This design comes from an exercise in tuning for small area, a short achievable clock period and few clock cycles per item on the open sky130 flow, not from production work. The RTL was checked by simulation tests, not by an equivalence proof against the original design. Power and IR drop assume default switching activity.

## axi_dcache
module axi_dcache (
	input	wire				S_AXI_ACLK,
	input	wire				S_AXI_ARESETN,
	input	wire				i_clear,
	input	wire				i_pipe_stb,
	input	wire dcache_pkg::mem_op_t	i_op,
	input	wire [dcache_pkg::ADDR_W-1:0]	i_addr,
	input	wire [dcache_pkg::DATA_W-1:0]	i_data,
	input	wire [dcache_pkg::NAUX-1:0]	i_oreg,
	output	wire				o_busy,
	output	wire				o_pipe_stalled,
	output	wire				o_valid,
	output	wire				o_err,
	output	wire [dcache_pkg::NAUX-1:0]	o_wreg,
	output	wire [dcache_pkg::DATA_W-1:0]	o_data,
	output	wire				M_AXI_AWVALID,
	input	wire				M_AXI_AWREADY,
	output	wire [dcache_pkg::ADDR_W-1:0]	M_AXI_AWADDR,
	output	wire [2:0]			M_AXI_AWSIZE,
	output	wire				M_AXI_WVALID,
	input	wire				M_AXI_WREADY,
	output	wire [dcache_pkg::DATA_W-1:0]	M_AXI_WDATA,
	output	wire [dcache_pkg::STRB_W-1:0]	M_AXI_WSTRB,
	input	wire				M_AXI_BVALID,
	input	wire [1:0]			M_AXI_BRESP,
	output	wire				M_AXI_ARVALID,
	input	wire				M_AXI_ARREADY,
	output	wire [dcache_pkg::ADDR_W-1:0]	M_AXI_ARADDR,
	output	wire [7:0]			M_AXI_ARLEN,
	output	wire [2:0]			M_AXI_ARSIZE,
	input	wire				M_AXI_RVALID,
	input	wire [dcache_pkg::DATA_W-1:0]	M_AXI_RDATA,
	input	wire				M_AXI_RLAST,
	input	wire [1:0]			M_AXI_RRESP
);
Size: about 5500 cells after synthesis, roughly 280 I/O pins, ~91000 µm² of cells after synthesis.
clock: 5.0 ns
lec_check: 0
cap_margin: 20
core_margin: 2
core_utilization: 50
cts_cluster_diameter: 70
cts_cluster_size: 25
place_density: 0.65
setup_slack_margin: 2.0
slew_margin: 20
tns_end_percent: 10
standard.sh (not shown) runs the stock make flow with config.mk's settings and CLKGATE_MAP_FILE= SYNTH_SCRIPT=/design/flow/synth_recipe.tcl, a recipe that flattens the netlist after the stock synthesis.
==> flow/flow/run.sh <==
#!/bin/bash
# The standard layout, with plain buffers (which timing repair can resize)
# on the ports instead of the delay buffers buffer_ports picks by default.
set -euo pipefail
export BUFFER_PORTS_ARGS="-buffer_cell sky130_fd_sc_hd__buf_2"
bash standard.sh > standard_flow.log 2>&1
Testbench counts at the start, summed over its fixed seeds: cycles 32,576, requests 12,000.
Next try:
--- a/flow/design.v
+++ b/flow/design.v
@@ -309,39 +309,36 @@
 			line_valid[addr_q[7:5]] <= fill_done;
 	end
 	always_ff @(posedge S_AXI_ACLK)
 	begin
 		if (fill_q)
 			line_tag[addr_q[7:5]] <= addr_q[30:8];
 	end
-	logic	[5:0]	wr_idx;
+	logic	[7:0]	lsel_q;
+	logic	[7:0]	wsel_q;
 	logic	[31:0]	wr_val;
-	logic	[3:0]	wr_strb;
-	always_comb
+	logic	[3:0]	wr_byte;
+	always_ff @(posedge S_AXI_ACLK)
 	begin
-		if (fill_q)
-		begin
-			wr_idx = {addr_q[7:5], cnt_q};
-			wr_val = M_AXI_RDATA;
-			wr_strb = 4'hf;
-		end
-		else
+		if (!o_busy)
 		begin
-			wr_idx = addr_q[7:2];
-			wr_val = restore_q ? held_q : wdata_q;
-			wr_strb = wen_q;
+			lsel_q <= 8'd1 << i_addr[7:5];
+			wsel_q <= (!i_op[0] && !i_addr[31]) ? 8'd1 : (8'd1 << i_addr[4:2]);
 		end
+		else if (fill_q && M_AXI_RVALID)
+			wsel_q <= {wsel_q[6:0], wsel_q[7]};
 	end
+	assign wr_val = fill_q ? M_AXI_RDATA : (restore_q ? held_q : wdata_q);
+	assign wr_byte = {4{fill_q}} | wen_q;
 	always_ff @(posedge S_AXI_ACLK)
 	begin
-		for (int k = 0; k < 4; k++)
-		begin
-			if (wr_strb[k])
-				mem[wr_idx][8*k +: 8] <= wr_val[8*k +: 8];
-		end
+		for (int w = 0; w < 64; w++)
+			for (int k = 0; k < 4; k++)
+				if (lsel_q[w / 8] && wsel_q[w % 8] && wr_byte[k])
+					mem[w][8*k +: 8] <= wr_val[8*k +: 8];
 	end
 	assign M_AXI_AWVALID = aw_q || issue_w;
 	assign M_AXI_WVALID = w_q || issue_w;
 	assign M_AXI_ARVALID = ar_q || issue_r;
 	logic	[31:0]	a_mux;
 	assign a_mux = (aw_q || ar_q) ? addr_q : i_addr;
 	assign M_AXI_AWADDR = a_mux;
The changed run went through all stages and came out clean.
Clock power went up by about 8%.
Sequential power went up by about 2%.
Non-clock buffer count went down by 124.
Cell area went down by 0.59%.
Count of clock-buffer cells in the layout went up by 10.
Worst hold slack degrades by 0.0092 ns.
Fmax went down by 2.1%.
Wire length went up by 0.32%.
Register-to-register slack improves by 0.25 ns.
Die area went up by 0.67%.
Synthesized cell count went up by 1.3%.
Testbench counts after the change, summed over its fixed seeds: cycles 32,576, requests 12,000.

## afterwards: timing with drivers on the ports
Ports are ideal in the flow. The routed layouts listed here were re-timed in OpenROAD.
Step 1, drivers: a clkbuf_16 drives S_AXI_ACLK and a buf_2 each remaining input, both assumed.
Step 2 adds t to the input delays and takes it off the output delays; t is the mean of the earliest and latest rising clock arrival at the registers after step 1. Input paths then give back, and output paths get back, about the clock's delay inside the block.
a / b / c = ideal / step 1 / step 2; a / b = the first two.
| run | shift t [ns] | slack for setup (ns) | worst setup path at the end |
|---|---|---|---|
| the first run | 0.919 | 1.627 / 1.544 / 0.778 | input to register |
| the second run | 0.940 | 1.555 / 1.464 / 0.803 | input to register |
After both steps setup and hold are still met in every run listed. For the first run, which loses most, drivers alone change the setup slack by -0.083 ns; drivers and shift together by -0.849 ns.
